From an optimization exercise on the open Yosys and OpenROAD flow, aimed at a short achievable clock period and few clock cycles per item; shortcuts taken in it are not production practice.
In this exercise RTL edits were held to simulation tests only and were not proved equivalent to the original.
Power figures rest on the tool's default switching activity, not on a simulated workload.

==> 10-27: inputs <==
Design int_core_top, start of the top module:
module int_core_top (
    input  logic                 clk,
    input  logic                 rstn,
    input  logic                 i_inst_valid,
    input  core_pkg::inst_word_t i_inst,
    output logic                 o_inst_ready,
    output logic                 o_wb_valid,
    output core_pkg::reg_addr_t  o_wb_rd,
    output core_pkg::data_t      o_wb_data,
    input  logic                 i_wb_ready
);
make LEC_CHECK=0 CAP_MARGIN=20 CORE_MARGIN=2 CORE_UTILIZATION=40 CTS_CLUSTER_DIAMETER=120 CTS_CLUSTER_SIZE=25 SETUP_SLACK_MARGIN=3.0 SLEW_MARGIN=20 SYNTH_HIERARCHICAL=1 SYNTH_MINIMUM_KEEP_SIZE=0 finish   # period 5.2 ns
run.sh (not shown) runs the stock make flow with config.mk's settings and CLKGATE_MAP_FILE= SYNTH_SCRIPT=/design/flow/synth_recipe.tcl, a recipe that flattens the netlist after the stock synthesis.
==> 03-23: changes against 10-27 <==
--- a/flow/design.v
+++ b/flow/design.v
@@ -221,17 +221,13 @@
     input  logic            i_invb,     
     input  logic            i_xb,
     input  core_pkg::data_t i_pb,       
     input  core_pkg::data_t i_xd,       
     output core_pkg::data_t o_result,
     output core_pkg::data_t o_a_next,
-    output core_pkg::data_t o_b_next,
-    output core_pkg::data_t o_bx_next,
-    output logic            o_b0_lon,   
-    output logic            o_b0_hin,   
-    output logic            o_c31
+    output core_pkg::data_t o_bx_next
 );
     logic [31:0]     p;         
     logic [31:0]     pn;
     logic [31:0]     gn;        
     logic [31:0]     tn;        
     logic [31:0]     c;         
@@ -284,25 +280,21 @@
     assign thi_x[0] = ~((ad_x & s0) | lt_hi);
     assign tlo_a[0] = ~((ad_a & s0) | (i_ea & lt_lo));
     assign thi_a[0] = ~((ad_a & s0) | (i_ea & lt_hi));
     assign tlo_b[0] = ~((ad_b & s0) | (i_eb & lt_lo));
     assign thi_b[0] = ~((ad_b & s0) | (i_eb & lt_hi));
     assign csel[0]  = c[31];
-    assign o_c31    = c[31];
     for (genvar i = 1; i < 32; i++) begin : g_t
         cg_nand2 u_tlo_x (.a(ad_x), .b(p[i]),  .y(tlo_x[i]));
         cg_nand2 u_thi_x (.a(ad_x), .b(pn[i]), .y(thi_x[i]));
         cg_nand2 u_tlo_a (.a(ad_a), .b(p[i]),  .y(tlo_a[i]));
         cg_nand2 u_thi_a (.a(ad_a), .b(pn[i]), .y(thi_a[i]));
         cg_nand2 u_tlo_b (.a(ad_b), .b(p[i]),  .y(tlo_b[i]));
         cg_nand2 u_thi_b (.a(ad_b), .b(pn[i]), .y(thi_b[i]));
         assign csel[i] = c[i];
     end
-    logic [31:0] b_lon, b_hin;
-    assign o_b0_lon = b_lon[0];
-    assign o_b0_hin = b_hin[0];
     for (genvar i = 0; i < 32; i++) begin : g_m
         logic sr_hi;
         if (i < 16) begin : g_lo
             assign sr_hi = sr2[i+16];
             alu_merge_xn u_x (
                 .i_c(csel[i]), .i_tlo(tlo_x[i]), .i_thi(thi_x[i]),
@@ -316,13 +308,13 @@
                 .i_bwe(i_ea), .i_bw(bitwise[i]), .i_xe(i_xa), .i_xd(i_xd[i]), .i_pre(i_pa[i]), .o_y(o_a_next[i]));
             alu_merge_bn u_b (
                 .i_c(csel[i]), .i_tlo(tlo_b[i]), .i_thi(thi_b[i]),
                 .i_fl0(fl_b[0]), .i_sl0(sll2[i]),
                 .i_fr0(fr_b[0]), .i_sr0(sr2[i]), .i_fr1(fr_b[1]), .i_sr1(sr_hi),
                 .i_bwe(i_eb), .i_bw(bitwise[i]), .i_xe(i_xb), .i_xd(i_xd[i]), .i_pre(i_pb[i]), .i_inv(i_invb),
-                .o_y(o_b_next[i]), .o_yx(o_bx_next[i]), .o_lon(b_lon[i]), .o_hin(b_hin[i]));
+                .o_yx(o_bx_next[i]));
         end else begin : g_hi
             assign sr_hi = fill;
             alu_merge_x u_x (
                 .i_c(csel[i]), .i_tlo(tlo_x[i]), .i_thi(thi_x[i]),
                 .i_fl0(fl_x[0]), .i_sl0(sll2[i]), .i_fl1(fl_x[1]), .i_sl1(sll2[i-16]),
                 .i_fr0(fr_x[0]), .i_sr0(sr2[i]), .i_fr1(fr_x[1]), .i_sr1(sr_hi),
@@ -334,13 +326,13 @@
                 .i_bwe(i_ea), .i_bw(bitwise[i]), .i_xe(i_xa), .i_xd(i_xd[i]), .i_pre(i_pa[i]), .o_y(o_a_next[i]));
             alu_merge_b u_b (
                 .i_c(csel[i]), .i_tlo(tlo_b[i]), .i_thi(thi_b[i]),
                 .i_fl0(fl_b[0]), .i_sl0(sll2[i]), .i_fl1(fl_b[1]), .i_sl1(sll2[i-16]),
                 .i_fr0(fr_b[0]), .i_sr0(sr2[i]), .i_fr1(fr_b[1]), .i_sr1(sr_hi),
                 .i_bwe(i_eb), .i_bw(bitwise[i]), .i_xe(i_xb), .i_xd(i_xd[i]), .i_pre(i_pb[i]), .i_inv(i_invb),
-                .o_y(o_b_next[i]), .o_yx(o_bx_next[i]), .o_lon(b_lon[i]), .o_hin(b_hin[i]));
+                .o_yx(o_bx_next[i]));
         end
     end
 endmodule
 module alu_merge (
     input  logic i_c,
     input  logic i_tlo,
@@ -414,32 +406,26 @@
     input  logic i_bwe,
     input  logic i_bw,
     input  logic i_xe,
     input  logic i_xd,
     input  logic i_pre,
     input  logic i_inv,
-    output logic o_y,
-    output logic o_yx,
-    output logic o_lon,
-    output logic o_hin
+    output logic o_yx
 );
     logic n1, n2, n3, s12, slo, shi, lo_n, hi_n, lox_n, hix_n;
     cg_a22oi u_n1 (.a1(i_fl0), .a2(i_sl0), .b1(i_fl1), .b2(i_sl1), .y(n1));
     cg_a22oi u_n2 (.a1(i_fr0), .a2(i_sr0), .b1(i_fr1), .b2(i_sr1), .y(n2));
     cg_a221oi u_n3 (.a1(i_bwe), .a2(i_bw), .b1(i_xe), .b2(i_xd), .c1(i_pre), .y(n3));
     cg_nand2 u_s12 (.a(n1), .b(n2), .y(s12));
     cg_nand2 u_slo (.a(n3), .b(i_tlo), .y(slo));
     cg_nand2 u_shi (.a(n3), .b(i_thi), .y(shi));
     cg_nor2  u_lo (.a(s12), .b(slo), .y(lo_n));
     cg_nor2  u_hi (.a(s12), .b(shi), .y(hi_n));
     cg_xor2  u_lox (.a(lo_n), .b(i_inv), .y(lox_n));
     cg_xor2  u_hix (.a(hi_n), .b(i_inv), .y(hix_n));
-    cg_mux2i u_y  (.s(i_c), .d0(lo_n), .d1(hi_n), .y(o_y));
     cg_mux2i u_yx (.s(i_c), .d0(lox_n), .d1(hix_n), .y(o_yx));
-    assign o_lon = lo_n;
-    assign o_hin = hi_n;
 endmodule
 module alu_merge_bn (
     input  logic i_c,
     input  logic i_tlo,
     input  logic i_thi,
     input  logic i_fl0,
@@ -451,32 +437,26 @@
     input  logic i_bwe,
     input  logic i_bw,
     input  logic i_xe,
     input  logic i_xd,
     input  logic i_pre,
     input  logic i_inv,
-    output logic o_y,
-    output logic o_yx,
-    output logic o_lon,
-    output logic o_hin
+    output logic o_yx
 );
     logic n1, n2, n3, s12, slo, shi, lo_n, hi_n, lox_n, hix_n;
     cg_nand2 u_n1 (.a(i_fl0), .b(i_sl0), .y(n1));
     cg_a22oi u_n2 (.a1(i_fr0), .a2(i_sr0), .b1(i_fr1), .b2(i_sr1), .y(n2));
     cg_a221oi u_n3 (.a1(i_bwe), .a2(i_bw), .b1(i_xe), .b2(i_xd), .c1(i_pre), .y(n3));
     cg_nand2 u_s12 (.a(n1), .b(n2), .y(s12));
     cg_nand2 u_slo (.a(n3), .b(i_tlo), .y(slo));
     cg_nand2 u_shi (.a(n3), .b(i_thi), .y(shi));
     cg_nor2  u_lo (.a(s12), .b(slo), .y(lo_n));
     cg_nor2  u_hi (.a(s12), .b(shi), .y(hi_n));
     cg_xor2  u_lox (.a(lo_n), .b(i_inv), .y(lox_n));
     cg_xor2  u_hix (.a(hi_n), .b(i_inv), .y(hix_n));
-    cg_mux2i u_y  (.s(i_c), .d0(lo_n), .d1(hi_n), .y(o_y));
     cg_mux2i u_yx (.s(i_c), .d0(lox_n), .d1(hix_n), .y(o_yx));
-    assign o_lon = lo_n;
-    assign o_hin = hi_n;
 endmodule
 module alu_merge_x (
     input  logic i_c,
     input  logic i_tlo,
     input  logic i_thi,
     input  logic i_fl0,
@@ -821,39 +801,58 @@
     logic [3:0]           ir_lut;
     logic [31:1]          ir_ohA, ir_ohB;
     logic                 ir_anz, ir_bnz;
     logic                 ir_mA1, ir_mA2, ir_mA3, ir_mB1, ir_mB2, ir_mB3;
     core_pkg::reg_addr_t  rr_rd;
     core_pkg::reg_addr_t  ex_rd;
+    logic acc, stall_next, ir_stall;
+    assign acc        = rstn & i_inst_valid & ready_q;
+    assign stall_next = acc & matched & dec_use_rk & (dec_sll | dec_sr)
+                      & (i_inst[14:10] != '0) & (i_inst[14:10] == ir_rd)
+                      & ir_v & ir_wr;
     always_ff @(posedge clk) begin
-        ir_v   <= rstn & i_inst_valid & ready_q & matched;
+        ir_stall <= stall_next;
+        if (!rstn) begin
+            ir_v <= 1'b0;
+        end else if (!ir_stall) begin
+            ir_v <= acc & matched;
+        end
     end
     always_ff @(posedge clk) begin
-        ir_rd     <= dec_rd;
-        ir_wr     <= dec_wr;
-        ir_imm    <= dec_imm;
-        ir_add    <= dec_add;
-        ir_sub    <= dec_sub;
-        ir_lt     <= dec_lt;
-        ir_signed <= dec_signed;
-        ir_lut    <= dec_lut;
-        ir_sll    <= dec_sll;
-        ir_sr     <= dec_sr;
-        ir_arith  <= dec_arith;
-        for (int k = 1; k < 32; k++) begin
-            ir_ohA[k] <= (i_inst[9:5]   == core_pkg::reg_addr_t'(k));
-            ir_ohB[k] <= (i_inst[14:10] == core_pkg::reg_addr_t'(k));
-        end
-        ir_anz <= dec_use_rj & (i_inst[9:5] != '0);
-        ir_bnz <= dec_use_rk & (i_inst[14:10] != '0);
-        ir_mA1 <= (i_inst[9:5]   == ir_rd);
-        ir_mA2 <= (i_inst[9:5]   == rr_rd);
-        ir_mB1 <= (i_inst[14:10] == ir_rd);
-        ir_mB2 <= (i_inst[14:10] == rr_rd);
-        ir_mA3 <= (i_inst[9:5]   == ex_rd);
-        ir_mB3 <= (i_inst[14:10] == ex_rd);
+        if (ir_stall) begin
+            ir_mA1 <= 1'b0;
+            ir_mA2 <= ir_mA1;
+            ir_mA3 <= ir_mA2;
+            ir_mB1 <= 1'b0;
+            ir_mB2 <= ir_mB1;
+            ir_mB3 <= ir_mB2;
+        end else begin
+            ir_rd     <= dec_rd;
+            ir_wr     <= dec_wr;
+            ir_imm    <= dec_imm;
+            ir_add    <= dec_add;
+            ir_sub    <= dec_sub;
+            ir_lt     <= dec_lt;
+            ir_signed <= dec_signed;
+            ir_lut    <= dec_lut;
+            ir_sll    <= dec_sll;
+            ir_sr     <= dec_sr;
+            ir_arith  <= dec_arith;
+            for (int k = 1; k < 32; k++) begin
+                ir_ohA[k] <= (i_inst[9:5]   == core_pkg::reg_addr_t'(k));
+                ir_ohB[k] <= (i_inst[14:10] == core_pkg::reg_addr_t'(k));
+            end
+            ir_anz <= dec_use_rj & (i_inst[9:5] != '0);
+            ir_bnz <= dec_use_rk & (i_inst[14:10] != '0);
+            ir_mA1 <= (i_inst[9:5]   == ir_rd);
+            ir_mA2 <= (i_inst[9:5]   == rr_rd);
+            ir_mA3 <= (i_inst[9:5]   == ex_rd);
+            ir_mB1 <= (i_inst[14:10] == ir_rd);
+            ir_mB2 <= (i_inst[14:10] == rr_rd);
+            ir_mB3 <= (i_inst[14:10] == ex_rd);
+        end
     end
     logic                rr_v;
     logic                rr_wr;
     core_pkg::data_t     rr_preA, rr_preB;    
     logic                rr_eA, rr_eB;        
     logic                rr_xA, rr_xB;        
@@ -895,13 +894,13 @@
         .i_wdata  (xr_data)
     );
     always_ff @(posedge clk) begin
         if (!rstn) begin
             rr_v <= 1'b0;
         end else begin
-            rr_v <= ir_v;
+            rr_v <= ir_v & ~ir_stall;
         end
     end
     always_ff @(posedge clk) begin
         rr_rd     <= ir_rd;
         rr_wr     <= ir_wr;
         rr_preA   <= pre_a;
@@ -923,15 +922,14 @@
         if (!rstn) begin
             ex_v <= 1'b0;
         end else begin
             ex_v <= rr_v;
         end
     end
-    core_pkg::data_t result, a_next, b_next, bx_next;
+    core_pkg::data_t result, a_next, bx_next;
     logic [9:0]      dl_next, dr_next;
-    logic            b0_lon, b0_hin, c31;
     always_ff @(posedge clk) begin
         ex_rd     <= rr_rd;
         ex_wr     <= rr_wr;
         ex_a      <= a_next;
         ex_bx     <= bx_next;
         ex_dl     <= dl_next;
@@ -965,39 +963,28 @@
         .i_invb     (rr_sub),
         .i_xb       (rr_xB),
         .i_pb       (rr_preB),
         .i_xd       (xr_data),
         .o_result   (result),
         .o_a_next   (a_next),
-        .o_b_next   (b_next),
-        .o_bx_next  (bx_next),
-        .o_b0_lon   (b0_lon),
-        .o_b0_hin   (b0_hin),
-        .o_c31      (c31)
+        .o_bx_next  (bx_next)
     );
     function automatic logic [9:0] onehot_amount(input logic [4:0] sh, input logic en);
         logic [9:0] d;
         for (int j = 0; j < 4; j++) begin
             d[j]   = en & (sh[1:0] == 2'(j));
             d[4+j] = en & (sh[3:2] == 2'(j));
         end
         d[8] = en & ~sh[4];
         d[9] = en & sh[4];
         onehot_amount = d;
     endfunction
-    logic [9:0] dl_lo, dl_hi, dr_lo, dr_hi;
-    assign dl_lo = onehot_amount({b_next[4:1], ~b0_lon}, rr_sll);
-    assign dl_hi = onehot_amount({b_next[4:1], ~b0_hin}, rr_sll);
-    assign dr_lo = onehot_amount({b_next[4:1], ~b0_lon}, rr_sr);
-    assign dr_hi = onehot_amount({b_next[4:1], ~b0_hin}, rr_sr);
-    for (genvar j = 0; j < 4; j++) begin : g_d0
-        cg_mux2i u_l (.s(c31), .d0(~dl_lo[j]), .d1(~dl_hi[j]), .y(dl_next[j]));
-        cg_mux2i u_r (.s(c31), .d0(~dr_lo[j]), .d1(~dr_hi[j]), .y(dr_next[j]));
-    end
-    assign dl_next[9:4] = dl_lo[9:4];
-    assign dr_next[9:4] = dr_lo[9:4];
+    logic [4:0] sh_early;
+    assign sh_early = ({5{rr_xB}} & xr_data[4:0]) | rr_preB[4:0];
+    assign dl_next  = onehot_amount(sh_early, rr_sll);
+    assign dr_next  = onehot_amount(sh_early, rr_sr);
     always_ff @(posedge clk) begin
         if (!rstn) begin
             xr_v <= 1'b0;
         end else begin
             xr_v <= ex_v;
         end
@@ -1033,12 +1020,12 @@
     assign held = 6'(ir_v) + 6'(rr_v) + 6'(ex_v) + 6'(xr_v) + 6'(q_count)
                 + 6'(ready_q);
     always_ff @(posedge clk) begin
         if (!rstn) begin
             ready_q <= 1'b1;
         end else begin
-            ready_q <= (held < 6'(CAP));
+            ready_q <= (held < 6'(CAP)) & ~stall_next;
         end
     end
     assign o_inst_ready = ready_q;
 endmodule
 `default_nettype wire
==> comparison table <==
metric	10-27	03-23
Result of the run	finished clean	finished clean
Buffering overhead	0.0487	0.0456
First-pass GRT wire length	434,000 µm	435,000 µm
Starting utilization of the core area	0.403	0.403
Path depth of the worst reg2reg path	10	9
Startpoint-to-endpoint class of the critical path	reg2out	in2reg
Post-placement cell area	89,700 µm²	90,800 µm²
Maximum number of pins on one net before global-route repair	75	84
Via count of the first global-routing pass	56,400	57,200
Power consumed by sequential cells	0.0172 W	0.0170 W
Highest cell delay on the worst timing path	410 ps	550 ps
Global routing usage on met1	0.378	0.368
Final net count	6,650	6,606
Power per standard cell area	320 nW/µm²	322 nW/µm²
Most common cell after layout, fill and taps aside	sky130_fd_sc_hd__a22oi_2	sky130_fd_sc_hd__edfxtp_1
Die outline height	464 µm	466 µm
Testbench counts of 10-27, summed over its fixed seeds: cycles 17,480, items 16,000.
Testbench counts of 03-23, summed over its fixed seeds: cycles 17,537, items 16,000.

[afterwards: timing with drivers on the ports]
How much do the figures lean on ideal ports? The routed layouts below were timed once more, with nothing changed but the port constraints. Step 1 assumes that a clkbuf_16 drives the clock port and a buf_2 every other input. Step 2 also shifts input and output timing later by t, the mid clock arrival at the registers, as if the neighbouring blocks saw the same clock. a / b / c = ideal / step 1 / step 2; a / b = the first two.
| run | shift t [ns] | setup slack, ns | hold WS [ns] | worst setup path at the end | latest minus earliest clock arrival (ns) |
|---|---|---|---|---|---|
| 10-27 | 0.843 | 2.863 / 2.769 / 2.158 | 0.329 / 0.329 / 0.329 | input to register | 0.064 / 0.063 |
| 03-23 | 0.830 | 2.667 / 2.709 / 1.879 | 0.329 / 0.329 / 0.329 | input to register | 0.064 / 0.064 |
After both steps every run listed still meets setup and hold. The setup slack of 03-23, which loses most, moves by +0.042 ns with the drivers and by -0.788 ns with both steps.
